From an optimization exercise on the open Yosys and OpenROAD flow, aimed at small area, a short achievable clock period and few clock cycles per item; shortcuts taken in it are not production practice.
Function was checked by simulation only, so behaviour that the tests miss may differ from the original.
Power is estimated from default activity; no workload was simulated.

==> design/flow/design.v <==
`timescale 1ns / 1ps
package sfomd_pkg;
  localparam int unsigned FRAME_KEPT = 7;
  localparam int unsigned WRAP_SLOTS = 33;
  localparam logic [7:0]  END_BYTE   = 8'h80;
  localparam logic [1:0]  CFG_PWM_PERIOD    = 2'd0;
  localparam logic [1:0]  CFG_ROTATION_GAIN = 2'd1;
  localparam logic [1:0]  CFG_BRAKE_BELOW   = 2'd2;
  localparam logic [15:0] PWM_PERIOD_RST    = 16'd1473;
  localparam logic [2:0]  ROTATION_GAIN_RST = 3'd1;
  localparam logic [7:0]  BRAKE_BELOW_RST   = 8'd50;
endpackage
`timescale 1ns / 1ps
module sfomd_benc (
  input  logic [2:0] dg,
  input  logic       s,
  output logic [2:0] ctl
);
  logic one, two;
  assign one = dg[1] ^ dg[0];
  assign two = (dg == 3'b011) || (dg == 3'b100);
  assign ctl = {one, two, (dg[2] ^ s) && (one || two)};
endmodule
module sfomd_mul (
  input  logic [15:0] period,
  input  logic [2:0]  ctl0, ctl1, ctl2, ctl3,    
  input  logic        ph,
  input  logic [28:0] acc_s, acc_c,
  output logic [28:0] sum_s, sum_c
);
  logic [17:0] r0, r1, r2;
  logic [16:0] r3;
  logic        n0, n1, n2;
  assign n0 = ctl0[0];
  assign n1 = ctl1[0];
  assign n2 = ctl2[0];
  assign r0 = ((ctl0[2] ? {2'b00, period} : 18'd0) | (ctl0[1] ? {1'b0, period, 1'b0} : 18'd0)) ^ {18{n0}};
  assign r1 = ((ctl1[2] ? {2'b00, period} : 18'd0) | (ctl1[1] ? {1'b0, period, 1'b0} : 18'd0)) ^ {18{n1}};
  assign r2 = ((ctl2[2] ? {2'b00, period} : 18'd0) | (ctl2[1] ? {1'b0, period, 1'b0} : 18'd0)) ^ {18{n2}};
  assign r3 = (ctl3[2] ? {1'b0, period} : 17'd0) | (ctl3[1] ? {period, 1'b0} : 17'd0);
  logic [28:0] op0, op1, op2, op3, op4;
  assign op0 = {9'd0, ~r0[17], r0[17], r0[17], r0[16:0]};
  assign op1 = {8'd0, 1'b1, ~r1[17], r1[16:0], 1'b0, n0};
  assign op2 = {7'h7f, ~r2[17], r2[16:0], 1'b0, n1, 2'b00};
  assign op3 = ph ? {acc_s[22:0], 1'b0, n2, 4'b0000}
                  : {6'd0, r3, 1'b0, n2, 4'b0000};
  assign op4 = ph ? {acc_c[22:0], 6'd0} : 29'd0;
  logic [28:0] s1, c1, s2, c2;
  assign s1    = op0 ^ op1 ^ op2;
  assign c1    = {((op0 & op1) | (op0 & op2) | (op1 & op2)), 1'b0};
  assign s2    = s1 ^ c1 ^ op3;
  assign c2    = {((s1 & c1) | (s1 & op3) | (c1 & op3)), 1'b0};
  assign sum_s = s2 ^ c2 ^ op4;
  assign sum_c = {((s2 & c2) | (s2 & op4) | (c2 & op4)), 1'b0};
endmodule
module sfomd_duty
(
  input  logic [28:0] x,
  output logic [19:0] part    
);
  logic [7:0] a2, a1, a0;
  logic       sat;
  logic [8:0] u;
  logic [7:0] ts;
  logic [8:0] tc;
  logic       g71, p71, ge1, ge2;
  assign a2  = x[23:16];
  assign a1  = x[15:8];
  assign a0  = x[7:0];
  assign sat = (x[28:24] != '0) || (a2 == 8'hff);
  assign u   = {1'b0, a2} + {1'b0, a1};
  assign ts  = a2 ^ a1 ^ a0;
  assign tc  = {((a2 & a1) | (a2 & a0) | (a1 & a0)), 1'b0};
  always_comb begin
    g71 = 1'b0;
    p71 = 1'b1;
    for (int i = 1; i < 8; i++) begin
      g71 = (ts[i] & tc[i]) | ((ts[i] | tc[i]) & g71);
      p71 = p71 & (ts[i] | tc[i]);
    end
  end
  assign ge1  = tc[8] | g71 | (p71 & ts[0]);
  assign ge2  = tc[8] & (g71 | p71);
  assign part = {sat, ge2, ge1, a2, u};
endmodule
module sfomd_duty_fin
(
  input  logic [19:0] part,
  output logic [15:0] duty
);
  logic       sat, ge2, ge1;
  logic [7:0] a2, h;
  logic [8:0] u, l;
  assign {sat, ge2, ge1, a2, u} = part;
  assign l    = ge2 ? u + 9'd2 : (ge1 ? u + 9'd1 : u);
  assign h    = l[8] ? a2 + 8'd1 : a2;
  assign duty = sat ? 16'hffff : {h, l[7:0]};
endmodule
`timescale 1ns / 1ps
module serial_frame_to_omni_motor_drive
(
  input  logic                   clk,
  input  logic                   rst_n,
  input  logic                   in_valid,
  output logic                   in_ready,
  input  logic [7:0]             in_data,
  output logic                   out_valid,
  input  logic                   out_ready,
  output logic [1:0]             out_motor_index,
  output logic                   out_forward_pin,
  output logic                   out_reverse_pin,
  output logic [15:0]            out_duty,
  output logic                   out_status_led,
  output logic                   out_last,
  input  logic                   cfg_we,
  input  logic [1:0]             cfg_index,
  input  logic [15:0]            cfg_data
);
  logic [15:0] period_r;
  logic [2:0]  gain_r;
  logic [7:0]  brake_r;
  logic [7:0]  slot_r [sfomd_pkg::FRAME_KEPT];
  logic [5:0]  pos_r;
  logic [6:0]  pos_inc;
  logic [6:0]  wsel_r;      
  logic [6:0]  sa_r, sb_r;  
  logic        in_ready_r;
  logic        jp_r;
  logic        cap_v;
  logic [1:0]  mw_r;
  logic signed [10:0] op_r, oth_r;
  logic signed [13:0] turn_r;
  logic        m_v, m_ph;
  logic signed [13:0] m_r;
  logic [2:0]  ctl_r [4];
  logic        acc_v;
  logic [28:0] acc_s, acc_c;
  logic        a_fwd, a_rev;
  logic        x_v, x_ph;
  logic [28:0] x_r;
  logic        x_fwd, x_rev;
  logic        out_valid_r;
  logic [1:0]  o_idx;
  logic        o_fwd, o_rev, o_led, o_last;
  logic [15:0] o_duty;
  logic accept, end_acc, out_free, deliver, do_d1, x_free, do_c, do_a, do_b;
  logic do_mix, mix_last, judge;
  logic jp_nxt, cap_v_nxt, cap_g_nxt, m_v_nxt, m_ph_nxt, jposs_nxt;
  logic [1:0] mw_nxt;
  assign accept   = in_valid && in_ready_r;
  assign end_acc  = accept && (in_data == sfomd_pkg::END_BYTE);
  assign out_free = !out_valid_r;
  assign deliver  = x_v && x_ph && out_free;
  assign do_d1    = x_v && !x_ph;
  assign x_free   = !x_v || deliver;
  assign do_c     = acc_v && x_free;
  assign do_a     = m_v && !m_ph && (!acc_v || do_c);
  assign do_b     = m_v && m_ph;
  assign do_mix   = cap_v && (!m_v || do_b);
  assign mix_last = do_mix && (mw_r == 2'd3);
  assign judge    = jp_r && (!cap_v || mix_last);
  logic [6:0]  k0, k1, k2, k3, k4, k5;
  logic [6:0]  ks1, kc1, ks2, kc2, ks3, kc3, ka, kb, sm;
  logic        good;
  assign k0  = wsel_r[0] ? 7'd0 : slot_r[0][6:0];
  assign k1  = wsel_r[1] ? 7'd0 : slot_r[1][6:0];
  assign k2  = wsel_r[2] ? 7'd0 : slot_r[2][6:0];
  assign k3  = wsel_r[3] ? 7'd0 : slot_r[3][6:0];
  assign k4  = wsel_r[4] ? 7'd0 : slot_r[4][6:0];
  assign k5  = wsel_r[5] ? 7'd0 : slot_r[5][6:0];
  assign ks1 = k0 ^ k1 ^ k2;
  assign kc1 = {((k0 & k1) | (k0 & k2) | (k1 & k2)), 1'b0};
  assign ks2 = k3 ^ k4 ^ k5;
  assign kc2 = {((k3 & k4) | (k3 & k5) | (k4 & k5)), 1'b0};
  assign ks3 = ks1 ^ kc1 ^ ks2;
  assign kc3 = {((ks1 & kc1) | (ks1 & ks2) | (kc1 & ks2)), 1'b0};
  assign ka  = ks3 ^ kc3 ^ kc2;
  assign kb  = {((ks3 & kc3) | (ks3 & kc2) | (kc3 & kc2)), 1'b0};
  assign sm  = sa_r + sb_r;
  assign good = !slot_r[6][7] && (sm == slot_r[6][6:0]);
  logic signed [10:0] s4, s4n;
  logic signed [13:0] trow1, trow0, turn;
  logic [1:0]  td1;
  logic signed [2:0] td0;
  assign s4    = {3'({1'b0, slot_r[4][7:6]} - 3'd1), slot_r[4][5:0], 2'b01};
  assign s4n   = {3'({1'b0, ~slot_r[4][7:6]} - 3'd3), ~slot_r[4][5:0], 2'b11};
  assign td1   = {1'b0, gain_r[2]} + {1'b0, gain_r[1]};
  assign td0   = $signed({2'b00, gain_r[0]}) - $signed({1'b0, gain_r[1], 1'b0});
  assign trow1 = (td1 == 2'd2) ? 14'(s4) <<< 3 : (td1 == 2'd1) ? 14'(s4) <<< 2 : 14'sd0;
  assign trow0 = (td0 == 3'sd1)  ? 14'(s4)
               : (td0 == -3'sd1) ? 14'(s4n)
               : (td0 == -3'sd2) ? 14'(s4n) <<< 1 : 14'sd0;
  assign turn  = trow1 + trow0;
  logic signed [10:0] s2, s3;
  logic signed [13:0] v;
  assign s2 = {3'({1'b0, slot_r[2][7:6]} - 3'd1), slot_r[2][5:0], 2'b01};
  assign s3 = {3'({1'b0, slot_r[3][7:6]} - 3'd1), slot_r[3][5:0], 2'b01};
  assign v  = turn_r + 14'(op_r);
  logic [14:0] vx_mix, vx_m;
  logic [2:0]  ctl_mix [4];
  logic [2:0]  ctl_lo [3];
  logic [2:0]  ctl_hi [4];
  logic [2:0]  ctl_nxt [4];
  assign vx_mix = {v, 1'b0};
  assign vx_m   = {m_r, 1'b0};
  for (genvar k = 0; k < 4; k++) begin : g_enc_hi
    sfomd_benc u_enc (.dg(vx_mix[2*(k+3) +: 3]), .s(v[13]), .ctl(ctl_mix[k]));
  end
  for (genvar k = 0; k < 3; k++) begin : g_enc_lo
    sfomd_benc u_enc (.dg(vx_m[2*k +: 3]), .s(m_r[13]), .ctl(ctl_lo[k]));
  end
  for (genvar k = 0; k < 4; k++) begin : g_enc_hold
    sfomd_benc u_enc (.dg(vx_m[2*(k+3) +: 3]), .s(m_r[13]), .ctl(ctl_hi[k]));
  end
  always_comb begin
    for (int k = 0; k < 4; k++) begin
      if (do_mix)        ctl_nxt[k] = ctl_mix[k];
      else if (m_ph_nxt) ctl_nxt[k] = (k < 3) ? ctl_lo[k] : 3'b000;
      else               ctl_nxt[k] = ctl_hi[k];
    end
  end
  logic [28:0] prod_s, prod_c;
  logic        brk, brk_r;
  sfomd_mul u_mul (
    .period (period_r),
    .ctl0   (ctl_r[0]),
    .ctl1   (ctl_r[1]),
    .ctl2   (ctl_r[2]),
    .ctl3   (ctl_r[3]),
    .ph     (m_ph),
    .acc_s  (acc_s),
    .acc_c  (acc_c),
    .sum_s  (prod_s),
    .sum_c  (prod_c)
  );
  logic       bsg, bhi;
  logic [7:0] bw;
  logic [8:0] bl;
  assign bsg = m_r[13];
  assign bhi = (m_r[13:8] == {6{bsg}});
  assign bw  = m_r[7:0] ^ {8{bsg}};
  assign bl  = {1'b0, brake_r} - {8'd0, bsg};
  assign brk = bhi && !bl[8] && ({1'b0, bw} < bl);
  logic [19:0] part;
  logic [15:0] duty;
  sfomd_duty u_duty (
    .x    (x_r),
    .part (part)
  );
  sfomd_duty_fin u_duty_fin (
    .part (x_r[19:0]),
    .duty (duty)
  );
  assign pos_inc   = {1'b0, pos_r} + 7'd1;
  assign jp_nxt    = end_acc || (jp_r && !judge);
  assign cap_v_nxt = judge ? good : (mix_last ? 1'b0 : cap_v);
  assign mw_nxt    = do_mix ? mw_r + 2'd1 : mw_r;
  assign m_v_nxt   = do_mix ? 1'b1 : (do_b ? 1'b0 : m_v);
  assign m_ph_nxt  = do_mix ? 1'b0 : (do_a ? 1'b1 : m_ph);
  assign cap_g_nxt = judge || (cap_v && !mix_last);
  assign jposs_nxt = !cap_g_nxt || ((mw_nxt == 2'd3) && (!m_v_nxt || m_ph_nxt));
  always_ff @(posedge clk) begin
    if (!rst_n) begin
      period_r    <= sfomd_pkg::PWM_PERIOD_RST;
      gain_r      <= sfomd_pkg::ROTATION_GAIN_RST;
      brake_r     <= sfomd_pkg::BRAKE_BELOW_RST;
      pos_r       <= '0;
      wsel_r      <= 7'd1;
      in_ready_r  <= 1'b1;
      jp_r        <= 1'b0;
      cap_v       <= 1'b0;
      mw_r        <= '0;
      m_v         <= 1'b0;
      m_ph        <= 1'b0;
      acc_v       <= 1'b0;
      x_v         <= 1'b0;
      x_ph        <= 1'b0;
      out_valid_r <= 1'b0;
      o_idx       <= 2'd3;
      o_led       <= 1'b0;
    end else begin
      if (cfg_we) begin
        case (cfg_index)
          sfomd_pkg::CFG_PWM_PERIOD:    period_r <= cfg_data;
          sfomd_pkg::CFG_ROTATION_GAIN: gain_r   <= cfg_data[2:0];
          sfomd_pkg::CFG_BRAKE_BELOW:   brake_r  <= cfg_data[7:0];
          default: ;
        endcase
      end
      if (accept) begin
        if (in_data == sfomd_pkg::END_BYTE || pos_inc >= 7'(sfomd_pkg::WRAP_SLOTS)) begin
          pos_r  <= '0;
          wsel_r <= 7'd1;
        end else begin
          pos_r  <= pos_inc[5:0];
          wsel_r <= {wsel_r[5:0], 1'b0};
        end
      end
      jp_r       <= jp_nxt;
      in_ready_r <= !(jp_nxt && !jposs_nxt);
      cap_v      <= cap_v_nxt;
      mw_r       <= mw_nxt;
      m_v        <= m_v_nxt;
      m_ph       <= m_ph_nxt;
      if (do_b) begin
        acc_v <= 1'b1;
      end else if (do_c) begin
        acc_v <= 1'b0;
      end
      if (do_c) begin
        x_v  <= 1'b1;
        x_ph <= 1'b0;
      end else begin
        if (deliver) x_v <= 1'b0;
        if (do_d1)   x_ph <= 1'b1;
      end
      if (deliver) begin
        out_valid_r <= 1'b1;
        o_idx       <= o_idx + 2'd1;
        if (o_idx == 2'd3) o_led <= !o_led;
      end else if (out_ready) begin
        out_valid_r <= 1'b0;
      end
    end
  end
  always_ff @(posedge clk) begin
    for (int j = 0; j < sfomd_pkg::FRAME_KEPT; j++) begin
      if (!rst_n || (accept && wsel_r[j])) slot_r[j] <= rst_n ? in_data : 8'd0;
    end
  end
  always_ff @(posedge clk) begin
    if (accept) begin
      sa_r <= ka;
      sb_r <= kb;
    end
    if (judge) begin
      op_r   <= s2;
      oth_r  <= s3;
      turn_r <= turn;
    end else if (do_mix) begin
      op_r   <= oth_r;
      oth_r  <= -op_r;
    end
    if (do_mix) begin
      m_r <= v;
    end
    for (int k = 0; k < 4; k++) ctl_r[k] <= ctl_nxt[k];
    if (do_a) brk_r <= brk;
    if (do_a || do_b) begin
      acc_s <= prod_s;
      acc_c <= prod_c;
    end
    if (do_b) begin
      a_fwd <= brk_r || !m_r[13];
      a_rev <= brk_r || m_r[13];
    end
    if (do_c) begin
      x_r   <= acc_s + acc_c;
      x_fwd <= a_fwd;
      x_rev <= a_rev;
    end else if (do_d1) begin
      x_r[19:0] <= part;
    end
    if (deliver) begin
      o_fwd  <= x_fwd;
      o_rev  <= x_rev;
      o_duty <= duty;
      o_last <= (o_idx == 2'd2);
    end
  end
  assign in_ready        = in_ready_r;
  assign out_valid       = out_valid_r;
  assign out_motor_index = o_idx;
  assign out_forward_pin = o_fwd;
  assign out_reverse_pin = o_rev;
  assign out_duty        = o_duty;
  assign out_status_led  = o_led;
  assign out_last        = o_last;
endmodule
==> design/flow/run.sh <==
#!/bin/bash
# synth_recipe.tcl (not shown) runs the flow's synth.tcl, then flattens the netlist and writes it again
# the make line also repeats each setting of config.mk as NAME=value (left out here)
make -C /OpenROAD-flow-scripts/flow DESIGN_CONFIG=/design/flow/config.mk WORK_HOME=/design/flow/orfs CLKGATE_MAP_FILE= SYNTH_SCRIPT=/design/flow/synth_recipe.tcl finish
==> design/flow/config.mk <==
export PLATFORM = sky130hd
export DESIGN_NAME = serial_frame_to_omni_motor_drive
export DESIGN_NICKNAME = serial_frame_to_omni_motor_drive
export VERILOG_FILES = /design/flow/design.v
export SDC_FILE = /design/flow/constraint.sdc
export NUM_CORES = 4
export LEC_CHECK = 0
export CAP_MARGIN = 20
export CORE_MARGIN = 2
export CORE_UTILIZATION = 40
export CTS_BUF_LIST = sky130_fd_sc_hd__clkbuf_4 sky130_fd_sc_hd__clkbuf_8
export SETUP_SLACK_MARGIN = 4.0
export SLEW_MARGIN = 20
==> design/flow/constraint.sdc <==
create_clock -name core_clock -period 7.0 [get_ports {clk}]
set_input_delay 1.4000 -clock core_clock [delete_from_list [all_inputs] [get_ports {clk}]]
set_output_delay 1.4000 -clock core_clock [all_outputs]
set_load 0.01 [all_outputs]
==> metrics.csv, run 1 <==
metric,value,unit
layout cell share with drive strength beyond 1,9.95,%
Final Power,4.17,mW
Worst Reg-to-Reg Cells,14,
antenna violations before repair,1,
"Design Area, Final",20900,sq um
syn_nets,1999,
TritonCTS buffer count,51,
clock power share,43.6,%
Place WS,3230,ps
GR Overflow Total,0,
core area,45500,sq um
clk sinks,287,
crit-path most repeated cell,o21ai_2,
clock buffer depth,3,
nets,2037,
post-synthesis sequential area ratio,43.0,%
iteration count of the initial detailed-routing pass,5,
RSZ-0062 raised after global routing,true,
HP Start,a_fwd$_DFFE_PP_,
post-synthesis simple-gate area fraction,13.3,%
# port buffers,54,
YS warnings,11,
Post-Syn Area,18400,sq um
relative slew slack,44.1,%
Critical Setup Path Class,register to register,
crit-path max FO,4,
synth cell count leaders,"nand2_1 (219), edfxtp_1 (218), inv_1 (125), xnor2_1 (117), ha_1 (115)",
register area,7950,sq um
logic gate share of total power,9.9,%
chip width,219,microns
Crit path required time,7490,ps
met3 usage,2.74,%
largest net degree at the start of global routing,69,
met2 usage,29.0,%
"delay-heaviest family, CP",compound AO/OA/AOI/OAI gates,
antenna violation net count after detailed routing,0,
CP startpoint,turn_r[0]$_SDFFCE_PP1P_,
RR Endpoint,ctl_r[3][1]$_DFF_P_,
Ports,55,
area share of the largest cell type after synthesis,35.5,%
Pins Over Slew Limit,0,
Vert. Die Dim,219,microns
Initial Utilization,40.5,%
Hold Fails Final Rpt,0,
DR DRC count,0,
Synth Area in XOR/XNOR,7.64,%
GP Congestion,0.851,
Lkg Pwr,8.10,nW
placed inst area,19400,sq um
CTS tree,yes,
DRT iter0 DRCs,1082,
Worst Hold Class,register to register,
CP arrival,3450,ps
max_cap viols,0,
Synth area leader,edfxtp_1,
DR WL/cell,17.3,microns
fmax,0.338,GHz
Top Usage Layer GRT,met2,
fraction of registers with async set/reset,0,%
Total Routing Usage GR,18.2,%
"Clk Latency, worst-skew pair",630,ps
Gate Count Post-Synth,1769,
critical path cell sequence,"ha_2, inv_2, fa_2, nor2b_1, o21a_1, o21a_1, o21ai_2, o21ai_2, a21oi_4, o21ai_4, a311o_1, ha_2, mux2i_2, o21ai_2",
Synth Register Bits,287,
Synth cell types,73,
top-count cell post-synth,nand2_1,
switch share,24.5,%
crit-path max cell delay,390,ps
Final WS setup,4040,ps
# fillers,4272,
Layout Cells excl Fill,2451,
Max IR drop VDD,0.000119,V
Adder-Cell Fraction of Synth Area,16.9,%
Clock Tree Root,clkbuf_8,
Final period util,42.3,%
outcome,timing/DRC/antenna clean,
Layout area overhead,13.7,%
combinational family with the most area after synthesis,adder cells,
Hold Path Depth,0,
post-route minimum period,2960,ps
H-tree depth,2,
global-route wire length before repair,69200,microns
portion of netlist area occupied by mux cells,1.39,%
Hold WS,422,ps
worst-margin pin slew,838,ps
clock-pin slew on the worst setup and hold paths,70,ps
vias per cell,5.22,
Setup Viol. Count Final,0,
Final Skew,29.9,ps
slowest cell on the critical path,edfxtp_1,
post-synthesis compound-gate area fraction,13.2,%
DP Wirelength,30900,microns
Multi-input gate area,9860,sq um
Die ar.,47800,sq um
DR vias,12783,
"Buf+Inv Stages, Crit Path",1,
setup_tns,0,ps
met1 Use GR,25.4,%
reg2reg start,turn_r[0]$_SDFFCE_PP1P_,
utilization after layout,46.1,%
net switching power figure,1.02,mW
# rows,78,
Mapped Avg Cell Area,10.4,sq um
Placed Cells incl. Taps,2342,
Worst setup EP type,register,
CP Launch Type,register,
WL final,42500,microns
Synth area leaders,"edfxtp_1 (36%), fa_1 (9.1%), ha_1 (7.8%)",
Seq pwr share,46.5,%
Post-synth EDFFs,218,
Int Pwr,3.15,mW
PD cells,199,nW/um^2
vias in the first global route,12837,
Synth Flop Type,edfxtp_1,
hold path endpoint,x_fwd$_DFFE_PP_,
reg2reg setup slack,4040,ps
metal layers:
layer | vias to the layer above | wire [microns]
met4 | 0 | 1010
met2 | 261 | 19400
met3 | 66 | 1800
met5 | - | 0
li1 | 6261 | -
met1 | 6195 | 20300
state kept, by name (all words and copies together) (netlist names), 14 cells and up:
| name | count |
|---|---|
| slot_r | 53 |
| acc_s | 29 |
| x_r | 29 |
| acc_c | 25 |
| o_duty | 16 |
| period_r | 16 |
| m_r | 14 |
| turn_r | 14 |
logic make-up (layout without fill, tap and decap cells):
logic type	Yosys count	count (layout)
AND/OR/NAND/NOR	503	503
AO/OA/AOI/OAI	375	375
flip-flops	287	287
buffers and inverters	220	301
adder cells (fa/ha/maj)	199	199
XOR/XNOR	160	160
multiplexers	25	25
other	0	1
area by class of cell:
cell class,instances,share of cell area (%)
clock inverter,26,1.50
timing repair inverter,1,0.0239
multi-input combinational,1262,47.1
inverter,130,2.35
tap,600,3.58
timing repair buffer,74,3.28
sequential,287,38.0
antenna,1,0.0119
clock buffer,70,4.21
cells in the final DEF, fill, tap and decap left out, types with 8 or more instances in the layout:
cell	instances
clkbuf_4	13
dfxtp_2	9
xor2_1	40
and2_1	36
nor2_1	53
inv_1	123
mux2i_1	18
nor2b_1	54
nand2_1	219
o211ai_1	16
nand4_1	12
o21ai_0	97
a21o_1	23
a21boi_0	19
o22ai_1	8
buf_4	20
nand2b_1	20
fa_1	83
nor3_1	23
nand3_1	32
o21a_1	9
a21oi_1	70
clkbuf_8	57
dfxtp_1	57
clkinv_2	11
and3_1	10
edfxtp_1	218
a22oi_1	63
ha_1	110
xnor2_1	116
a31oi_1	8
clkdlybuf4s50_1	49
power by group through the flow:
stage,Sequential (mW),Combinational [mW],Clock [mW]
5_1_grt,1.95,0.472,1.93
3_3_place_gp,1.98,0.395,0
4_1_cts,1.94,0.413,1.87
3_5_place_dp,1.98,0.410,0
2_1_floorplan,1.95,0.309,0
6_report,1.94,0.412,1.82
worst reg2reg max path, delay by kind of cell (launching register included):
kind / cells / cell delay, ps
adder cells (fa/ha/maj): 3 / 630
AO/OA/AOI/OAI: 8 / 1530
multiplexers: 1 / 160
buffers and inverters: 1 / 60
AND/OR/NAND/NOR: 1 / 50
flip-flops: 1 / 390
how the worst max path moves through the flow:
stage	endpoint	cells past startpoint
global route	ctl_r[2][0]$_DFF_P_	15
global placement	slot_r[4][1]$_DFFE_PP_	5
CTS	ctl_r[3][1]$_DFF_P_	14
floorplan	turn_r[12]$_DFFE_PP_	13
finish	ctl_r[3][1]$_DFF_P_	14
detailed placement	slot_r[4][1]$_DFFE_PP_	5
what timing repair did:
action / in CTS / in global routing
pin swaps: 5 / 14
hold buffers: 0 / 0
gates cloned: 1 / 0
setup endpoints to repair: 104 / 39
gates resized for setup: 30 / 33
buffers inserted: 1 / 10
Testbench counts, summed over its fixed seeds: cycles 3,184, frames 384.
==> run 2: changes to the inputs <==
==> design/flow/flow/run.sh (new file) <==
#!/bin/bash
set -euo pipefail
bash standard.sh synth > synth.log 2>&1
bash standard.sh "BUFFER_PORTS_ARGS=-buffer_cell sky130_fd_sc_hd__buf_2" finish > layout.log 2>&1
==> design/flow/standard.sh (new file) <==
#!/bin/bash
# synth_recipe.tcl (not shown) runs the flow's synth.tcl, then flattens the netlist and writes it again
# the make line also repeats each setting of config.mk as NAME=value (left out here)
make -C /OpenROAD-flow-scripts/flow DESIGN_CONFIG=/design/flow/config.mk WORK_HOME=/design/flow/orfs CLKGATE_MAP_FILE= SYNTH_SCRIPT=/design/flow/synth_recipe.tcl "${@:-finish}"
removed: design/flow/run.sh
==> metrics.csv, run 2 <==
metric,value,unit,change
slowest cell on the critical path,edfxtp_1,,unchanged
RR Endpoint,ctl_r[2][0]$_DFF_P_,,was ctl_r[3][1]$_DFF_P_
Synth Register Bits,287,,unchanged
"Clk Latency, worst-skew pair",640,ps,was 630 ps
Ports,55,,unchanged
Synth Flop Type,edfxtp_1,,unchanged
Crit path required time,7500,ps,was 7490 ps
worst-margin pin slew,869,ps,was 838 ps
YS warnings,11,,unchanged
Int Pwr,3.01,mW,was 3.15 mW
area share of the largest cell type after synthesis,35.5,%,unchanged
reg2reg start,turn_r[0]$_SDFFCE_PP1P_,,unchanged
# rows,78,,unchanged
Pins Over Slew Limit,0,,unchanged
HP Start,a_rev$_DFFE_PP_,,was a_fwd$_DFFE_PP_
GR Overflow Total,0,,unchanged
Lkg Pwr,8.04,nW,was 8.10 nW
number of flip-flops in the largest register,53,,unchanged
Setup Viol. Count Final,0,,unchanged
Synth Area in XOR/XNOR,7.64,%,unchanged
biggest regs,"slot_r: 53 flops, acc_s: 29 flops, x_r: 29 flops",,unchanged
Hold WS,425,ps,was 422 ps
nets,2036,,was 2037
RSZ-0062 raised after global routing,true,,unchanged
post-synthesis compound-gate area fraction,13.2,%,unchanged
Total Routing Usage GR,17.9,%,was 18.2%
clock power share,41.6,%,was 43.6%
logic gate share of total power,10.0,%,was 9.9%
clock buffer depth,3,,unchanged
Synth area leader,edfxtp_1,,unchanged
WP depth,16,,was 14
Largest Register,slot_r,,unchanged
WL final,41800,microns,was 42500 microns
# fillers,4288,,was 4272
"leading cell types in the layout, fill and taps excluded","nand2_1 (219), edfxtp_1 (218), inv_1 (124)",,"was nand2_1 (219), edfxtp_1 (218), inv_1 (123)"
post-synthesis simple-gate area fraction,13.3,%,unchanged
# port buffers,54,,unchanged
DR WL/cell,17.1,microns,was 17.3 microns
GP Congestion,0.834,,was 0.851
CP Launch Type,register,,unchanged
fmax,0.350,GHz,was 0.338 GHz
Synth area leaders,"edfxtp_1 (36%), fa_1 (9.1%), ha_1 (7.8%)",,unchanged
Final WS setup,4140,ps,was 4040 ps
Die ar.,47800,sq um,unchanged
met2 usage,28.4,%,was 29.0%
Hold Fails Final Rpt,0,,unchanged
"delay-heaviest family, CP",compound AO/OA/AOI/OAI gates,,unchanged
Initial Utilization,40.5,%,unchanged
Multi-input gate area,9840,sq um,was 9860 sq um
CTS tree,yes,,unchanged
Hold Path Depth,0,,unchanged
chip width,219,microns,unchanged
DP Wirelength,30500,microns,was 30900 microns
Layout area overhead,11.4,%,was 13.7%
net switching power figure,997,uW,was 1.02 mW
Mapped Avg Cell Area,10.4,sq um,unchanged
antenna violations before repair,2,,was 1
max_cap viols,0,,unchanged
largest net degree at the start of global routing,69,,unchanged
setup_tns,0,ps,unchanged
syn_nets,1999,,unchanged
"most common cell after layout, fill and taps aside",nand2_1,,unchanged
reg2reg setup slack,4140,ps,was 4040 ps
antenna violation net count after detailed routing,0,,unchanged
iteration count of the initial detailed-routing pass,8,,was 5
Max IR drop VDD,0.000116,V,was 0.000119 V
Seq pwr share,48.4,%,was 46.5%
CP arrival,3360,ps,was 3450 ps
H-tree depth,2,,unchanged
clk sinks,287,,unchanged
vias in the first global route,12569,,was 12.8k
critical path cell sequence,"ha_2, inv_2, fa_2, nor2b_1, o21a_1, o21a_1, o21ai_2, o21ai_2, a21oi_4, o21ai_4, buf_6, xnor2_1, ha_2, mux2i_2, a22o_1, a21oi_1",,"was ha_2, inv_2, fa_2, nor2b_1, o21a_1, o21a_1, o21ai_2, o21ai_2, a21oi_4, o21ai_4, a311o_1, ha_2, mux2i_2, o21ai_2"
outcome,timing/DRC/antenna clean,,unchanged
clock-pin slew on the worst setup and hold paths,60,ps,was 70 ps
post-synthesis sequential area ratio,43.0,%,unchanged
DR vias,12793,,about the same
Synth cell types,73,,unchanged
Final Skew,32.6,ps,was 29.9 ps
Worst Hold Class,register to register,,unchanged
top-count cell post-synth,nand2_1,,unchanged
Post-Syn Area,18400,sq um,unchanged
PD cells,195,nW/um^2,was 199 nW/um^2
Final period util,40.8,%,was 42.3%
synth cell count leaders,"nand2_1 (219), edfxtp_1 (218), inv_1 (125), xnor2_1 (117), ha_1 (115)",,unchanged
relative slew slack,41.9,%,was 44.1%
Vert. Die Dim,219,microns,unchanged
met1 Use GR,25.0,%,was 25.4%
Worst setup EP type,register,,unchanged
Worst Reg-to-Reg Cells,16,,was 14
"Buf+Inv Stages, Crit Path",2,,was 1
Place WS,3290,ps,was 3230 ps
utilization after layout,45.1,%,was 46.1%
Final Power,4.00,mW,was 4.17 mW
Adder-Cell Fraction of Synth Area,16.9,%,unchanged
register area,7950,sq um,unchanged
DRT iter0 DRCs,934,,was 1082
crit-path max cell delay,390,ps,about the same
vias per cell,5.23,,was 5.22
post-route minimum period,2860,ps,was 2960 ps
DR DRC count,0,,unchanged
Critical Setup Path Class,register to register,,unchanged
TritonCTS buffer count,49,,was 51
Gate Count Post-Synth,1769,,unchanged
core area,45500,sq um,unchanged
Top Usage Layer GRT,met2,,unchanged
Post-synth EDFFs,218,,unchanged
portion of netlist area occupied by mux cells,1.39,%,unchanged
global-route wire length before repair,67800,microns,was 69200 microns
combinational family with the most area after synthesis,adder cells,,unchanged
switch share,24.9,%,was 24.5%
Clock Tree Root,clkbuf_8,,unchanged
fraction of registers with async set/reset,0,%,unchanged
crit-path max FO,4,,unchanged
hold path endpoint,x_rev$_DFFE_PP_,,was x_fwd$_DFFE_PP_
layout cell share with drive strength beyond 1,12.0,%,was 9.95%
met3 usage,3.52,%,was 2.74%
## run 2: cell counts after synthesis
Identical to the previous run, type by type.
## run 2: cells by family (layout without fill, tap and decap cells)
group / count (synthesis) / in the layout
compound gates: 375 / 375
buf+inv: 220 / 297
fa+ha+maj: 199 / 199
mux: 25 / 25
xor+xnor: 160 / 160
other cells: 0 / 1
simple gates: 503 / 503
flops: 287 / 287
## run 2: worst max-delay path by stage
stage                                  startpoint                   end  slack [ps]
after floorplan            gain_r[1]$_SDFFE_PN0P_  turn_r[12]$_DFFE_PP_        4000
after global placement     gain_r[1]$_SDFFE_PN0P_  turn_r[12]$_DFFE_PP_        3410
after detailed placement   gain_r[1]$_SDFFE_PN0P_  turn_r[12]$_DFFE_PP_        3290
after CTS                    op_r[0]$_SDFFE_PP1P_   ctl_r[3][1]$_DFF_P_        3950
after global routing      turn_r[0]$_SDFFCE_PP1P_   ctl_r[1][0]$_DFF_P_        3910
final                     turn_r[0]$_SDFFCE_PP1P_   ctl_r[2][0]$_DFF_P_        4140
## run 2: timing repair
item	4_1_cts	5_1_grt
endpoints found under the setup margin	41	35
hold buffers	0	0
pin swaps	2	13
buffers inserted	1	9
resized for setup	19	37
## run 2: layout make-up
cell class	count	area share [%]
diodes	1	0.0122
clock buffers	60	3.78
clock inverters	31	1.39
inverters	130	2.38
multi-input cells	1262	47.9
flip-flops and latches	287	38.7
well taps	600	3.66
repair buffers	76	2.16
## run 2: power groups by stage
stage | sequential (mW) | clock [mW] | combinational [mW]
6_report | 1.94 | 1.67 | 0.401
5_1_grt | 1.94 | 1.79 | 0.463
4_1_cts | 1.94 | 1.72 | 0.406
3_5_place_dp | 1.97 | 0 | 0.402
3_3_place_gp | 1.97 | 0 | 0.392
2_1_floorplan | 1.95 | 0 | 0.309
## run 2: routing by layer
layer | up-vias | wire (microns) | share of wire (%)
met3 | 53 | 2070 | 5.0
met2 | 278 | 19100 | 46
li1 | 6265 | - | -
met1 | 6197 | 19900 | 48
met5 | - | 0 | 0
met4 | 0 | 708 | 1.7
## run 2: stage by stage
step / instances / instance area [sq um]
4_1_cts: 2436 / 20300
5_1_grt: 2446 / 20500
3_5_place_dp: 2344 / 19200
3_3_place_gp: 2344 / 19200
2_1_floorplan: 1769 / 18400
6_report: 2447 / 20500
## run 2: worst register-to-register path, cell delays in order (launching register included)
cell      delay, ps
edfxtp_1        390
ha_2            220
inv_2            60
fa_2            200
nor2b_1          50
o21a_1          170
o21a_1          200
o21ai_2         180
o21ai_2         100
a21oi_4         250
o21ai_4         120
buf_6           140
xnor2_1         120
ha_2            180
mux2i_2         170
a22o_1          150
a21oi_1          40
==> run 3: changes to the inputs <==
--- a/design/flow/config.mk
+++ b/design/flow/config.mk
@@ -10,4 +10,4 @@
 export CORE_UTILIZATION = 40
 export CTS_BUF_LIST = sky130_fd_sc_hd__clkbuf_4 sky130_fd_sc_hd__clkbuf_8
-export SETUP_SLACK_MARGIN = 4.0
+export SETUP_SLACK_MARGIN = 4.2
 export SLEW_MARGIN = 20
==> metrics.csv, run 3 <==
metric,value,unit,change
outcome,timing/DRC/antenna clean,,unchanged
chip width,219,microns,unchanged
Post-synth EDFFs,218,,unchanged
clock buffer depth,3,,unchanged
CP arrival,3370,ps,was 3360 ps
post-synthesis sequential area ratio,43.0,%,unchanged
# rows,78,,unchanged
# port buffers,54,,unchanged
portion of netlist area occupied by mux cells,1.39,%,unchanged
Mapped Avg Cell Area,10.4,sq um,unchanged
Max IR drop VDD,0.000113,V,was 0.000116 V
HP Start,a_fwd$_DFFE_PP_,,was a_rev$_DFFE_PP_
relative slew slack,36.7,%,was 41.9%
Pins Over Slew Limit,0,,unchanged
Worst Hold Class,register to register,,unchanged
GR Overflow Total,0,,unchanged
antenna violation net count after detailed routing,0,,unchanged
Hold Fails Final Rpt,0,,unchanged
Worst setup EP type,register,,unchanged
layout cell share with drive strength beyond 1,15.2,%,was 12.0%
largest net degree at the start of global routing,69,,unchanged
DR vias,12868,,was 12.8k
clock-pin slew on the worst setup and hold paths,70,ps,was 60 ps
DP Wirelength,30600,microns,was 30500 microns
Worst Reg-to-Reg Cells,13,,was 16
DRT iter0 DRCs,936,,was 934
Gate Count Post-Synth,1769,,unchanged
Adder-Cell Fraction of Synth Area,16.9,%,unchanged
WL final,42400,microns,was 41800 microns
Synth Flop Type,edfxtp_1,,unchanged
synth cell count leaders,"nand2_1 (219), edfxtp_1 (218), inv_1 (125), xnor2_1 (117), ha_1 (115)",,unchanged
Total Routing Usage GR,17.9,%,about the same
nets,2061,,was 2036
GP Congestion,0.845,,was 0.834
reg2reg setup slack,4120,ps,was 4140 ps
global-route wire length before repair,68000,microns,was 67800 microns
biggest regs,"slot_r: 53 flops, acc_s: 29 flops, x_r: 29 flops",,unchanged
Synth Area in XOR/XNOR,7.64,%,unchanged
iteration count of the initial detailed-routing pass,7,,was 8
PD cells,195,nW/um^2,about the same
DR DRC count,0,,unchanged
Final period util,41.2,%,was 40.8%
worst-margin pin slew,947,ps,was 869 ps
top-count cell post-synth,nand2_1,,unchanged
Final Power,4.13,mW,was 4.00 mW
area share of the largest cell type after synthesis,35.5,%,unchanged
DR WL/cell,17.1,microns,about the same
Post-Syn Area,18400,sq um,unchanged
TritonCTS buffer count,51,,was 49
"Design Area, Final",21100,sq um,was 20500 sq um
Critical Setup Path Class,register to register,,unchanged
H-tree depth,2,,unchanged
"Clk Latency, worst-skew pair",640,ps,about the same
Lkg Pwr,8.25,nW,was 8.04 nW
crit-path max FO,4,,unchanged
Die ar.,47800,sq um,unchanged
combinational family with the most area after synthesis,adder cells,,unchanged
fmax,0.347,GHz,was 0.350 GHz
RR Endpoint,ctl_r[0][0]$_DFF_P_,,was ctl_r[2][0]$_DFF_P_
Synth area leader,edfxtp_1,,unchanged
Final Skew,35.7,ps,was 32.6 ps
RSZ-0062 raised after global routing,true,,unchanged
Place WS,3320,ps,was 3290 ps
"leading cell types in the layout, fill and taps excluded","nand2_1 (219), edfxtp_1 (218), inv_1 (123)",,"was nand2_1 (219), edfxtp_1 (218), inv_1 (124)"
post-synthesis simple-gate area fraction,13.3,%,unchanged
"most common cell after layout, fill and taps aside",nand2_1,,unchanged
number of flip-flops in the largest register,53,,unchanged
Vert. Die Dim,219,microns,unchanged
Hold Path Depth,0,,unchanged
Ports,55,,unchanged
Layout area overhead,14.7,%,was 11.4%
placed inst area,19200,sq um,about the same
fraction of registers with async set/reset,0,%,unchanged
hold path endpoint,x_fwd$_DFFE_PP_,,was x_rev$_DFFE_PP_
Initial Utilization,40.5,%,unchanged
vias per cell,5.20,,was 5.23
max_cap viols,0,,unchanged
vias in the first global route,12538,,was 12.6k
CP Launch Type,register,,unchanged
CTS tree,yes,,unchanged
clk sinks,287,,unchanged
post-route minimum period,2880,ps,was 2860 ps
Largest Register,slot_r,,unchanged
Clock Tree Root,clkbuf_8,,unchanged
post-synthesis compound-gate area fraction,13.2,%,unchanged
YS warnings,11,,unchanged
utilization after layout,46.5,%,was 45.1%
syn_nets,1999,,unchanged
Crit path required time,7490,ps,was 7500 ps
core area,45500,sq um,unchanged
Synth cell types,73,,unchanged
setup_tns,0,ps,unchanged
reg2reg start,op_r[2]$_DFFE_PP_,,was turn_r[0]$_SDFFCE_PP1P_
antenna violations before repair,2,,unchanged
Final WS setup,4120,ps,was 4140 ps
Setup Viol. Count Final,0,,unchanged
Synth Register Bits,287,,unchanged
Synth area leaders,"edfxtp_1 (36%), fa_1 (9.1%), ha_1 (7.8%)",,unchanged
## run 3: per-stage QoR
step           hold WS, ps  cells
3_5_place_dp           417   2343
5_1_grt                430   2473
6_report               443   2475
4_1_cts                427   2444
2_1_floorplan          400   1769
3_3_place_gp           407   2343
## run 3: how the worst max path moves through the flow
stage / to / cells past startpoint / start
floorplan: turn_r[12]$_DFFE_PP_ / 12 / gain_r[0]$_SDFFE_PN1P_
global placement: turn_r[12]$_DFFE_PP_ / 12 / gain_r[1]$_SDFFE_PN0P_
detailed placement: turn_r[12]$_DFFE_PP_ / 12 / gain_r[1]$_SDFFE_PN0P_
CTS: ctl_r[0][0]$_DFF_P_ / 9 / op_r[4]$_DFFE_PP_
global route: ctl_r[3][1]$_DFF_P_ / 14 / turn_r[0]$_SDFFCE_PP1P_
finish: ctl_r[0][0]$_DFF_P_ / 13 / op_r[2]$_DFFE_PP_
## run 3: area by class of cell
class / instances / area (sq um)
antenna: 2 / 5.00
clock buffer: 69 / 862
clock inverter: 26 / 298
fill: 4223 / 24300
inverter: 130 / 497
multi-input combinational: 1262 / 10100
sequential: 287 / 7960
tap: 600 / 751
timing repair buffer: 99 / 641
## run 3: routing by layer
layer,GRT usage (%),vias up,part of all wire (%)
li1,-,6317,-
met3,3.22,56,4.6
met1,25.2,6229,48
met5,0,-,0
met4,4.89,0,1.9
met2,28.2,266,46
## run 3: worst max-delay path: stages, from the launching register on
cell and delay (ps):
edfxtp_1 470, ha_4 290, nor2b_1 120, o21a_1 190, o21a_1 210, o21ai_2 170, buf_4 130, buf_4 90
buf_4 110, nand2b_4 60, xnor2_2 270, ha_4 260, o2111ai_2 210, o311ai_4 150
## run 3: power by group
group | total (mW) | switching, mW | internal (mW)
registers | 1.94 | 0.0376 | 1.90
clock network | 1.78 | 0.748 | 1.03
logic | 0.412 | 0.225 | 0.187
## run 3: cells by family (layout without fill, tap and decap cells)
group                      count (synthesis)  in the layout
other                                      0              2
DFF                                      287            287
and+or+nand+nor                          503            503
adders and majority gates                199            199
muxes                                     25             25
AOI/OAI and AO/OA                        375            375
buffers and inverters                    220            324
xor gates and xnor gates                 160            160
## run 3: timing repair
action / 4_1_cts / 5_1_grt
resized for setup: 52 / 54
setup buffers: 6 / 28
endpoints found under the hold margin: 0 / 0
hold buffers: 0 / 0
cloned: 0 / 1
pin swaps: 13 / 36
endpoints found under the setup margin: 61 / 42
==> run 4: changes to the inputs <==
==> design/flow/flow/run.sh (replaced) <==
#!/bin/bash
set -euo pipefail
bash standard.sh synth > synth.log 2>&1
bash standard.sh \
  "BUFFER_PORTS_ARGS=-buffer_cell sky130_fd_sc_hd__buf_2" \
  "CTS_ARGS=-sink_clustering_enable -repair_clock_nets -dont_use_dummy_load -buf_list {sky130_fd_sc_hd__clkbuf_4 sky130_fd_sc_hd__clkbuf_8}" \
  finish > layout.log 2>&1
--- a/design/flow/config.mk
+++ b/design/flow/config.mk
@@ -10,4 +10,4 @@
 export CORE_UTILIZATION = 40
 export CTS_BUF_LIST = sky130_fd_sc_hd__clkbuf_4 sky130_fd_sc_hd__clkbuf_8
-export SETUP_SLACK_MARGIN = 4.2
+export SETUP_SLACK_MARGIN = 4.1
 export SLEW_MARGIN = 20
==> metrics.csv, run 4 <==
metric,value,unit,change
DR DRC count,0,,unchanged
# port buffers,54,,unchanged
reg2reg start,op_r[0]$_SDFFE_PP1P_,,was op_r[2]$_DFFE_PP_
Seq pwr share,54.2,%,was 46.9%
layout cell share with drive strength beyond 1,11.8,%,was 15.2%
DRT iter0 DRCs,989,,was 936
vias per cell,5.21,,was 5.20
Post-synth EDFFs,218,,unchanged
Final Power,3.57,mW,was 4.13 mW
Mapped Avg Cell Area,10.4,sq um,unchanged
CP startpoint,op_r[0]$_SDFFE_PP1P_,,was op_r[2]$_DFFE_PP_
Max IR drop VDD,0.000106,V,was 0.000113 V
logic gate share of total power,11.2,%,was 10.0%
nets,2049,,was 2061
net switching power figure,875,uW,was 1.01 mW
Synth area leader,edfxtp_1,,unchanged
Die ar.,47800,sq um,unchanged
clock buffer depth,3,,unchanged
Worst Reg-to-Reg Cells,14,,was 13
"Design Area, Final",20400,sq um,was 21100 sq um
placed inst area,19200,sq um,about the same
utilization after layout,44.8,%,was 46.5%
register area,7950,sq um,was 7960 sq um
crit-path max cell delay,410,ps,was 470 ps
Clock Tree Root,clkbuf_8,,unchanged
Ports,55,,unchanged
Final period util,41.9,%,was 41.2%
synth cell count leaders,"nand2_1 (219), edfxtp_1 (218), inv_1 (125), xnor2_1 (117), ha_1 (115)",,unchanged
fmax,0.341,GHz,was 0.347 GHz
top-count cell post-synth,nand2_1,,unchanged
outcome,timing/DRC/antenna clean,,unchanged
antenna violations before repair,3,,was 2
vias in the first global route,12546,,about the same
Hold Fails Final Rpt,0,,unchanged
core area,45500,sq um,unchanged
Synth area leaders,"edfxtp_1 (36%), fa_1 (9.1%), ha_1 (7.8%)",,unchanged
DP Wirelength,30700,microns,was 30600 microns
"delay-heaviest family, CP",compound AO/OA/AOI/OAI gates,,unchanged
Synth cell types,73,,unchanged
max_cap viols,0,,unchanged
DR WL/cell,17.3,microns,was 17.1 microns
# fillers,4273,,was 4223
HP Start,a_fwd$_DFFE_PP_,,unchanged
critical path endpoint,ctl_r[3][1]$_DFF_P_,,was ctl_r[0][0]$_DFF_P_
Largest Register,slot_r,,unchanged
chip width,219,microns,unchanged
WL final,41700,microns,was 42400 microns
iteration count of the initial detailed-routing pass,5,,was 7
Final Skew,38.7,ps,was 35.7 ps
largest net degree at the start of global routing,69,,unchanged
clk sinks,287,,unchanged
reg2reg setup slack,4070,ps,was 4120 ps
Synth Flop Type,edfxtp_1,,unchanged
crit-path max FO,3,,was 4
Synth Register Bits,287,,unchanged
CP arrival,3390,ps,was 3370 ps
worst-margin pin slew,859,ps,was 947 ps
Setup Viol. Count Final,0,,unchanged
Pins Over Slew Limit,0,,unchanged
antenna violation net count after detailed routing,0,,unchanged
number of flip-flops in the largest register,53,,unchanged
Vert. Die Dim,219,microns,unchanged
setup_tns,0,ps,unchanged
RR Endpoint,ctl_r[3][1]$_DFF_P_,,was ctl_r[0][0]$_DFF_P_
slowest cell on the critical path,a311o_1,,was edfxtp_1
TritonCTS buffer count,49,,was 51
relative slew slack,42.7,%,was 36.7%
Worst Hold Class,register to register,,unchanged
Multi-input gate area,9940,sq um,was 10100 sq um
GR Overflow Total,0,,unchanged
PD cells,175,nW/um^2,was 195 nW/um^2
"Buf+Inv Stages, Crit Path",1,,was 3
CP Launch Type,register,,unchanged
DR vias,12606,,was 12.9k
global-route wire length before repair,67800,microns,was 68000 microns
WP depth,14,,was 13
Total Routing Usage GR,17.9,%,about the same
clock power share,34.5,%,was 43.1%
Crit path required time,7460,ps,was 7490 ps
Post-Syn Area,18400,sq um,unchanged
CTS tree,yes,,unchanged
Layout area overhead,10.5,%,was 14.7%
syn_nets,1999,,unchanged
Gate Count Post-Synth,1769,,unchanged
critical path cell sequence,"ha_2, inv_2, fa_2, nor2b_1, o21a_1, o21a_1, o21ai_2, o21ai_2, a21oi_4, o211a_1, a311o_1, ha_4, mux2i_1, o21ai_1",,"was ha_4, nor2b_1, o21a_1, o21a_1, o21ai_2, buf_4, buf_4, buf_4, nand2b_4, xnor2_2, ha_4, o2111ai_2, o311ai_4"
switch share,24.5,%,about the same
Hold WS,422,ps,was 443 ps
biggest regs,"slot_r: 53 flops, acc_s: 29 flops, x_r: 29 flops",,unchanged
RSZ-0062 raised after global routing,true,,unchanged
# rows,78,,unchanged
post-route minimum period,2930,ps,was 2880 ps
YS warnings,11,,unchanged
Worst setup EP type,register,,unchanged
Initial Utilization,40.5,%,unchanged
"Clk Latency, worst-skew pair",620,ps,was 640 ps
Critical Setup Path Class,register to register,,unchanged
post-synthesis sequential area ratio,43.0,%,unchanged
clock-pin slew on the worst setup and hold paths,60,ps,was 70 ps
Lkg Pwr,7.91,nW,was 8.25 nW
GP Congestion,0.836,,was 0.845
"leading cell types in the layout, fill and taps excluded","nand2_1 (218), edfxtp_1 (218), inv_1 (122)",,"was nand2_1 (219), edfxtp_1 (218), inv_1 (123)"
fraction of registers with async set/reset,0,%,unchanged
Int Pwr,2.70,mW,was 3.12 mW
H-tree depth,2,,unchanged
area share of the largest cell type after synthesis,35.5,%,unchanged
## run 4: cell counts after synthesis
No cell type changed its count.
## run 4: worst min path at each step
stage          slack, ps  depth (start not counted)              end
2_1_floorplan        400                          0  o_fwd$_DFFE_PP_
3_3_place_gp         410                          0  x_rev$_DFFE_PP_
3_5_place_dp         420                          0  x_rev$_DFFE_PP_
4_1_cts              420                          0  x_fwd$_DFFE_PP_
5_1_grt              430                          0  x_fwd$_DFFE_PP_
6_report             420                          0  x_fwd$_DFFE_PP_
## run 4: per-stage QoR
| stage | worst slack, ps | cells |
|---|---|---|
| floorplan | 4120 | 1769 |
| global placement | 3390 | 2343 |
| detailed placement | 3310 | 2343 |
| CTS | 4050 | 2397 |
| global route | 3940 | 2418 |
| finish | 4070 | 2419 |
## run 4: per-layer routing
layer  vias up  track usage, %  share of wire (%)
met5         -               0                  0
met4         0            5.54                2.6
met3        68            3.55                4.3
met2       241            28.5                 46
met1      6051            24.5                 47
li1       6246               -                  -
## run 4: cells by family (layout without fill, tap and decap cells)
logic type / count (synthesis) / count (layout) / share of synthesized area, %
simple gates: 503 / 503 / 13.3
mux: 25 / 25 / 1.39
flops: 287 / 287 / 43.0
other cells: 0 / 2 / 0
compound gates: 375 / 375 / 13.2
fa+ha+maj: 199 / 199 / 16.9
xor+xnor: 160 / 160 / 7.64
buf+inv: 220 / 268 / 4.50
## run 4: cell type report
type                    instances  share of cell area, %
inverters                     130                   2.41
multi-input cells            1262                   48.8
repair buffers                 89                   2.76
diodes                          2                 0.0246
well taps                     600                   3.68
clock buffers                  49                   3.31
flip-flops and latches        287                   39.0
## run 4: repair_timing
| action | 4_1_cts | 5_1_grt |
|---|---|---|
| setup endpoints to repair | 55 | 22 |
| pin swaps | 10 | 16 |
| cloned | 0 | 0 |
| gates resized for setup | 41 | 37 |
| setup buffers | 5 | 19 |
| hold buffers | 0 | 0 |
## run 4: power by group through the flow
stage	registers (mW)	clock network, mW	logic [mW]
floorplan	1.95	0	0.309
global placement	1.97	0	0.392
detailed placement	1.97	0	0.400
CTS	1.94	1.28	0.405
global route	1.94	1.35	0.462
finish	1.94	1.23	0.401
## run 4: worst register-to-register path, stage by stage (launching register included)
cell,delay [ps]
dfxtp_1,350
ha_2,200
inv_2,40
fa_2,330
nor2b_1,140
o21a_1,170
o21a_1,170
o21ai_2,80
o21ai_2,170
a21oi_4,100
o211a_1,220
a311o_1,410
ha_4,190
mux2i_1,140
o21ai_1,70
==> run 5: changes to the inputs <==
--- a/design/flow/config.mk
+++ b/design/flow/config.mk
@@ -10,4 +10,4 @@
 export CORE_UTILIZATION = 40
 export CTS_BUF_LIST = sky130_fd_sc_hd__clkbuf_4 sky130_fd_sc_hd__clkbuf_8
-export SETUP_SLACK_MARGIN = 4.1
+export SETUP_SLACK_MARGIN = 4.0
 export SLEW_MARGIN = 20
==> metrics.csv, run 5 <==
metric,value,unit,change
global-route wire length before repair,67400,microns,was 67800 microns
Layout area overhead,9.12,%,was 10.5%
largest net degree at the start of global routing,69,,unchanged
Max IR drop VDD,0.000118,V,was 0.000106 V
Hold WS,401,ps,was 422 ps
worst-margin pin slew,850,ps,was 859 ps
# rows,78,,unchanged
CP startpoint,op_r[6]$_DFFE_PP_,,was op_r[0]$_SDFFE_PP1P_
WL final,41400,microns,was 41700 microns
Gate Count Post-Synth,1769,,unchanged
Ports,55,,unchanged
clock-pin slew on the worst setup and hold paths,70,ps,was 60 ps
GP Congestion,0.834,,was 0.836
relative slew slack,43.2,%,was 42.7%
PD cells,178,nW/um^2,was 175 nW/um^2
Final Skew,56.0,ps,was 38.7 ps
DRT iter0 DRCs,907,,was 989
outcome,timing/DRC/antenna clean,,unchanged
DR vias,12701,,was 12.6k
GR Overflow Total,0,,unchanged
H-tree depth,2,,unchanged
syn_nets,1999,,unchanged
Post-Syn Area,18400,sq um,unchanged
number of flip-flops in the largest register,53,,unchanged
biggest regs,"slot_r: 53 flops, acc_s: 29 flops, x_r: 29 flops",,unchanged
Place WS,3290,ps,was 3310 ps
Hold Fails Final Rpt,0,,unchanged
nets,2036,,was 2049
fraction of registers with async set/reset,0,%,unchanged
antenna violation net count after detailed routing,0,,unchanged
# port buffers,54,,unchanged
CTS tree,yes,,unchanged
chip width,219,microns,unchanged
Worst setup EP type,register,,unchanged
max_cap viols,0,,unchanged
Initial Utilization,40.5,%,unchanged
Synth Flop Type,edfxtp_1,,unchanged
antenna violations before repair,2,,was 3
top-count cell post-synth,nand2_1,,unchanged
layout cell share with drive strength beyond 1,10.2,%,was 11.8%
Synth Register Bits,287,,unchanged
"leading cell types in the layout, fill and taps excluded","nand2_1 (219), edfxtp_1 (218), inv_1 (124)",,"was nand2_1 (218), edfxtp_1 (218), inv_1 (122)"
Worst Hold Class,register to register,,unchanged
core area,45500,sq um,unchanged
Setup Viol. Count Final,0,,unchanged
Die ar.,47800,sq um,unchanged
Final WS setup,4120,ps,was 4070 ps
Total Routing Usage GR,17.8,%,was 17.9%
synth cell count leaders,"nand2_1 (219), edfxtp_1 (218), inv_1 (125), xnor2_1 (117), ha_1 (115)",,unchanged
clock buffer depth,3,,unchanged
Clock Tree Root,clkbuf_8,,unchanged
RSZ-0062 raised after global routing,true,,unchanged
DP Wirelength,30500,microns,was 30700 microns
"Clk Latency, worst-skew pair",620,ps,about the same
Post-CTS Hold Fix Bufs,0,,unchanged
Pins Over Slew Limit,0,,unchanged
reg2reg start,op_r[6]$_DFFE_PP_,,was op_r[0]$_SDFFE_PP1P_
Largest Register,slot_r,,unchanged
Post-synth EDFFs,218,,unchanged
DR DRC count,0,,unchanged
Synth area leader,edfxtp_1,,unchanged
Synth area leaders,"edfxtp_1 (36%), fa_1 (9.1%), ha_1 (7.8%)",,unchanged
"most common cell after layout, fill and taps aside",nand2_1,,
Final period util,41.1,%,was 41.9%
YS warnings,11,,unchanged
iteration count of the initial detailed-routing pass,5,,unchanged
clk sinks,287,,unchanged
TritonCTS buffer count,49,,unchanged
vias per cell,5.28,,was 5.21
setup_tns,0,ps,unchanged
area share of the largest cell type after synthesis,35.5,%,unchanged
post-route minimum period,2880,ps,was 2930 ps
Lkg Pwr,7.83,nW,was 7.91 nW
Vert. Die Dim,219,microns,unchanged
Worst Reg-to-Reg Cells,9,,was 14
Synth cell types,73,,unchanged
Critical Setup Path Class,register to register,,unchanged
vias in the first global route,12480,,about the same
HP Start,a_fwd$_DFFE_PP_,,unchanged
CP arrival,3350,ps,was 3390 ps
CP Launch Type,register,,unchanged
Mapped Avg Cell Area,10.4,sq um,unchanged
post-synthesis sequential area ratio,43.0,%,unchanged
fmax,0.347,GHz,was 0.341 GHz
Hold Path Depth,0,,unchanged
DR WL/cell,17.2,microns,was 17.3 microns
crit-path max FO,6,,was 3
Crit path required time,7470,ps,was 7460 ps
[run 5: worst paths after layout]
path	end	slack (ps)
max	ctl_r[0][0]$_DFF_P_	4120
min reg2reg	x_fwd$_DFFE_PP_	400
max reg2reg	ctl_r[0][0]$_DFF_P_	4120
min	x_fwd$_DFFE_PP_	400
[run 5: area by class of cell]
| cell class | count | area [sq um] |
|---|---|---|
| Clock buffer | 49 | 674 |
| Timing Repair Buffer | 76 | 439 |
| Fill cell | 4309 | 25400 |
| Antenna cell | 1 | 2.50 |
| Sequential cell | 287 | 7950 |
| Multi-Input combinational cell | 1262 | 9810 |
| Inverter | 130 | 489 |
| Tap cell | 600 | 751 |
[run 5: worst max-delay path: stages, from the launching register on]
cell	delay [ps]
edfxtp_1	520
ha_1	350
inv_1	70
o31ai_1	390
a41oi_2	240
o2111ai_1	230
a21oi_1	130
xnor2_2	390
o2111ai_1	230
o311ai_2	170
[run 5: power by group]
part / total (mW) / internal [mW] / switching [mW]
clock: 1.24 / 0.614 / 0.629
combinational: 0.400 / 0.183 / 0.218
sequential: 1.94 / 1.90 / 0.0378
[run 5: cell families (layout without fill, tap and decap cells)]
logic type	after synthesis	count (layout)	synth area share [%]
AOI/OAI and AO/OA	375	375	13.2
DFF	287	287	43.0
muxes	25	25	1.39
adders and majority gates	199	199	16.9
buffers and inverters	220	255	4.50
and+or+nand+nor	503	503	13.3
other	0	1	0
xor gates and xnor gates	160	160	7.64
[run 5: stage by stage]
stage | std cells | total power, mW | util, % | instance area (sq um)
floorplan | 1769 | 2.26 | - | 18400
global placement | 2344 | 2.36 | 42.2 | 19200
detailed placement | 2344 | 2.38 | 42.2 | 19200
CTS | 2394 | 3.64 | 43.9 | 19900
global route | 2404 | 3.76 | 44.2 | 20100
finish | 2405 | 3.58 | 44.2 | 20100
[run 5: metal layers]
layer  global-route usage, %  share of wire [%]  vias to the layer above
met5                       0                  0                        -
met4                    5.00                2.2                        0
met3                    3.47                4.9                       63
met2                    28.0                 45                      287
met1                    24.9                 48                     6139
li1                        -                  -                     6212
[run 5: repair_timing]
item                       in CTS  in global routing
buffers inserted                1                  9
setup endpoints to repair      41                 38
pin swaps                       1                  9
gates resized for setup        19                 30
==> run 6: changes to the inputs <==
==> design/flow/flow/run.sh (replaced) <==
#!/bin/bash
set -euo pipefail
bash standard.sh synth > synth.log 2>&1
bash standard.sh \
  "BUFFER_PORTS_ARGS=-buffer_cell sky130_fd_sc_hd__buf_2" \
  "CTS_ARGS=-sink_clustering_enable -repair_clock_nets -dont_use_dummy_load -buf_list {sky130_fd_sc_hd__clkbuf_4}" \
  finish > layout.log 2>&1
==> metrics.csv, run 6 <==
metric,value,unit,change
Post-Syn Area,18400,sq um,unchanged
Ports,55,,unchanged
"Clk Latency, worst-skew pair",800,ps,was 620 ps
global-route wire length before repair,67300,microns,was 67400 microns
RSZ-0062 raised after global routing,true,,unchanged
Layout Cells excl Fill,2439,,was 2405
Worst setup EP type,register,,unchanged
reg2reg setup slack,4100,ps,was 4120 ps
Mapped Avg Cell Area,10.4,sq um,unchanged
# port buffers,54,,unchanged
Hold Fails Final Rpt,0,,unchanged
outcome,timing/DRC/antenna clean,,unchanged
H-tree depth,3,,was 2
Synth area leaders,"edfxtp_1 (36%), fa_1 (9.1%), ha_1 (7.8%)",,unchanged
Crit path required time,7600,ps,was 7470 ps
vias per cell,5.27,,was 5.28
"Buf+Inv Stages, Crit Path",1,,unchanged
clock-pin slew on the worst setup and hold paths,60,ps,was 70 ps
Die ar.,47800,sq um,unchanged
DRT iter0 DRCs,841,,was 907
Synth area leader,edfxtp_1,,unchanged
antenna violation net count after detailed routing,0,,unchanged
clk sinks,287,,unchanged
WL final,41200,microns,was 41400 microns
layout cell share with drive strength beyond 1,11.6,%,was 10.2%
crit-path max FO,4,,was 6
DP Wirelength,30500,microns,unchanged
Hold WS,422,ps,was 401 ps
YS warnings,11,,unchanged
crit-path max cell delay,400,ps,was 520 ps
Vert. Die Dim,219,microns,unchanged
Total Routing Usage GR,17.8,%,about the same
nets,2069,,was 2036
post-synthesis sequential area ratio,43.0,%,unchanged
"leading cell types in the layout, fill and taps excluded","nand2_1 (219), edfxtp_1 (218), inv_1 (125)",,"was nand2_1 (219), edfxtp_1 (218), inv_1 (124)"
TritonCTS buffer count,81,,was 49
synth cell count leaders,"nand2_1 (219), edfxtp_1 (218), inv_1 (125), xnor2_1 (117), ha_1 (115)",,unchanged
Post-synth EDFFs,218,,unchanged
crit-path most repeated cell,o21ai_2,,was o2111ai_1
top-count cell post-synth,nand2_1,,unchanged
chip width,219,microns,unchanged
"delay-heaviest family, CP",compound AO/OA/AOI/OAI gates,,unchanged
Gate Count Post-Synth,1769,,unchanged
fraction of registers with async set/reset,0,%,unchanged
Initial Utilization,40.5,%,unchanged
fmax,0.345,GHz,was 0.347 GHz
relative slew slack,42.7,%,was 43.2%
critical path cell sequence,"ha_4, inv_1, fa_2, nor2b_1, o21a_1, o21a_1, o21ai_2, o21ai_2, a21oi_4, o21ai_2, xor2_1, ha_1, nor2_2, a22o_1, a21oi_1",,"was ha_1, inv_1, o31ai_1, a41oi_2, o2111ai_1, a21oi_1, xnor2_2, o2111ai_1, o311ai_2"
Clock Tree Root,clkbuf_4,,was clkbuf_8
Layout area overhead,8.78,%,was 9.12%
Max IR drop VDD,0.0000811,V,was 0.000118 V
vias in the first global route,12627,,was 12.5k
# rows,78,,unchanged
Setup Viol. Count Final,0,,unchanged
clock buffer depth,3,,unchanged
Final period util,41.4,%,was 41.1%
GP Congestion,0.834,,unchanged
# fillers,4330,,was 4309
CTS tree,yes,,unchanged
iteration count of the initial detailed-routing pass,5,,unchanged
Largest Register,slot_r,,unchanged
Post-CTS Hold Fix Bufs,0,,unchanged
number of flip-flops in the largest register,53,,unchanged
antenna violations before repair,3,,was 2
Final Skew,88.8,ps,was 56.0 ps
area share of the largest cell type after synthesis,35.5,%,unchanged
largest net degree at the start of global routing,69,,unchanged
DR WL/cell,16.9,microns,was 17.2 microns
Placed Cells incl. Taps,2344,,unchanged
CP Launch Type,register,,unchanged
syn_nets,1999,,unchanged
GR Overflow Total,0,,unchanged
Synth Register Bits,287,,unchanged
Critical Setup Path Class,register to register,,unchanged
CP arrival,3500,ps,was 3350 ps
Synth cell types,73,,unchanged
worst-margin pin slew,857,ps,was 850 ps
Lkg Pwr,7.85,nW,was 7.83 nW
Pins Over Slew Limit,0,,unchanged
DR vias,12848,,was 12.7k
setup_tns,0,ps,unchanged
DR DRC count,0,,unchanged
"most common cell after layout, fill and taps aside",nand2_1,,unchanged
utilization after layout,44.1,%,was 44.2%
slowest cell on the critical path,edfxtp_1,,unchanged
biggest regs,"slot_r: 53 flops, acc_s: 29 flops, x_r: 29 flops",,unchanged
Worst Hold Class,register to register,,unchanged
max_cap viols,0,,unchanged
Synth Flop Type,edfxtp_1,,unchanged
PD cells,174,nW/um^2,was 178 nW/um^2
core area,45500,sq um,unchanged
post-route minimum period,2900,ps,was 2880 ps
run 6: changes by cell type in the layout (fill, tap and decap cells not counted), moves of 2 or more:
cell	before	now
clkbuf_4	0	81
o21ai_1	7	5
ha_2	3	1
clkbuf_8	49	0
ha_1	110	112
run 6: where the power goes:
part | leakage (nW) | total [mW] | internal [mW] | switching [mW]
clock | 0.373 | 1.14 | 0.521 | 0.622
combinational | 4.88 | 0.400 | 0.183 | 0.217
sequential | 2.60 | 1.94 | 1.90 | 0.0379
run 6: worst reg2reg max path: stages (launching register included):
cell      delay, ps
edfxtp_1        400
ha_4            160
inv_1            50
fa_2            340
nor2b_1         130
o21a_1          150
o21a_1          150
o21ai_2          70
o21ai_2         170
a21oi_4         100
o21ai_2         230
xor2_1          230
ha_1            280
nor2_2          140
a22o_1          140
a21oi_1          40
run 6: kinds of logic after synthesis:
kind of cell | count (synthesis) | share of synthesized area, %
and+or+nand+nor | 503 | 13.3
AOI/OAI and AO/OA | 375 | 13.2
DFF | 287 | 43.0
buffers and inverters | 220 | 4.50
adders and majority gates | 199 | 16.9
xor gates and xnor gates | 160 | 7.64
muxes | 25 | 1.39
run 6: cell type report:
class | instances | area (sq um) | area share (%)
antenna | 2 | 5.00 | 0.0250
clock buffer | 81 | 608 | 3.03
inverter | 130 | 489 | 2.44
multi-input combinational | 1262 | 9800 | 48.9
sequential | 287 | 7950 | 39.7
tap | 600 | 751 | 3.74
timing repair buffer | 77 | 447 | 2.23
run 6: repair_timing:
action,CTS,global route
gates resized for setup,16,30
gates cloned,0,0
endpoints found under the setup margin,44,39
buffers inserted,1,10
pin swaps,3,10
endpoints found under the hold margin,0,0
run 6: path summary, 6_finish.rpt:
path,start,end,cells after the start
worst min-delay path,a_rev$_DFFE_PP_,x_rev$_DFFE_PP_,0
worst max register to register,turn_r[0]$_SDFFCE_PP1P_,ctl_r[2][0]$_DFF_P_,15
worst max-delay path,turn_r[0]$_SDFFCE_PP1P_,ctl_r[2][0]$_DFF_P_,15
worst min register to register,a_rev$_DFFE_PP_,x_rev$_DFFE_PP_,0
run 6: per-layer routing:
metal,routed length (microns),vias to the layer above,global-route usage (%)
li1,-,6313,-
met1,19400,6169,24.4
met2,18800,303,28.0
met3,2140,63,3.70
met4,899,0,6.17
met5,0,-,0
run 6: through the flow:
step	worst slack (ps)	power, mW	cell area (sq um)
final	4100	3.48	20100
after global routing	3900	3.68	20000
after CTS	3870	3.55	19900
after detailed placement	3290	2.38	19200
after global placement	3410	2.36	19200
after floorplan	4000	2.26	18400

-- what the ideal ports hide --
The results above use ideal ports. As a check the final layouts listed here were re-extracted and re-timed, cells and wires unchanged. Step 1 assumes that a clkbuf_16 drives the clock port and a buf_2 every other input. Step 2 also shifts input and output timing later by t, the mid clock arrival at the registers, as if the neighbouring blocks saw the same clock. Slacks: no drivers / after step 1 / after step 2; pairs: no drivers / after step 1.
| run | t, ns | slack for setup (ns) | clock arrival spread, ns |
|---|---|---|---|
| run 1 | 0.668 | 4.040 / 4.040 / 3.531 | 0.034 / 0.034 |
| run 2 | 0.669 | 4.142 / 4.142 / 3.749 | 0.033 / 0.034 |
| run 3 | 0.678 | 4.117 / 4.117 / 3.764 | 0.041 / 0.040 |
| run 4 | 0.651 | 4.070 / 4.070 / 3.767 | 0.041 / 0.041 |
| run 5 | 0.639 | 4.121 / 4.121 / 3.787 | 0.062 / 0.063 |
| run 6 | 0.800 | 4.102 / 4.102 / 3.794 | 0.091 / 0.091 |
After both steps setup and hold are still met in every run listed. For run 1, which loses most, drivers alone change the setup slack by 0.000 ns; drivers and shift together by -0.509 ns.
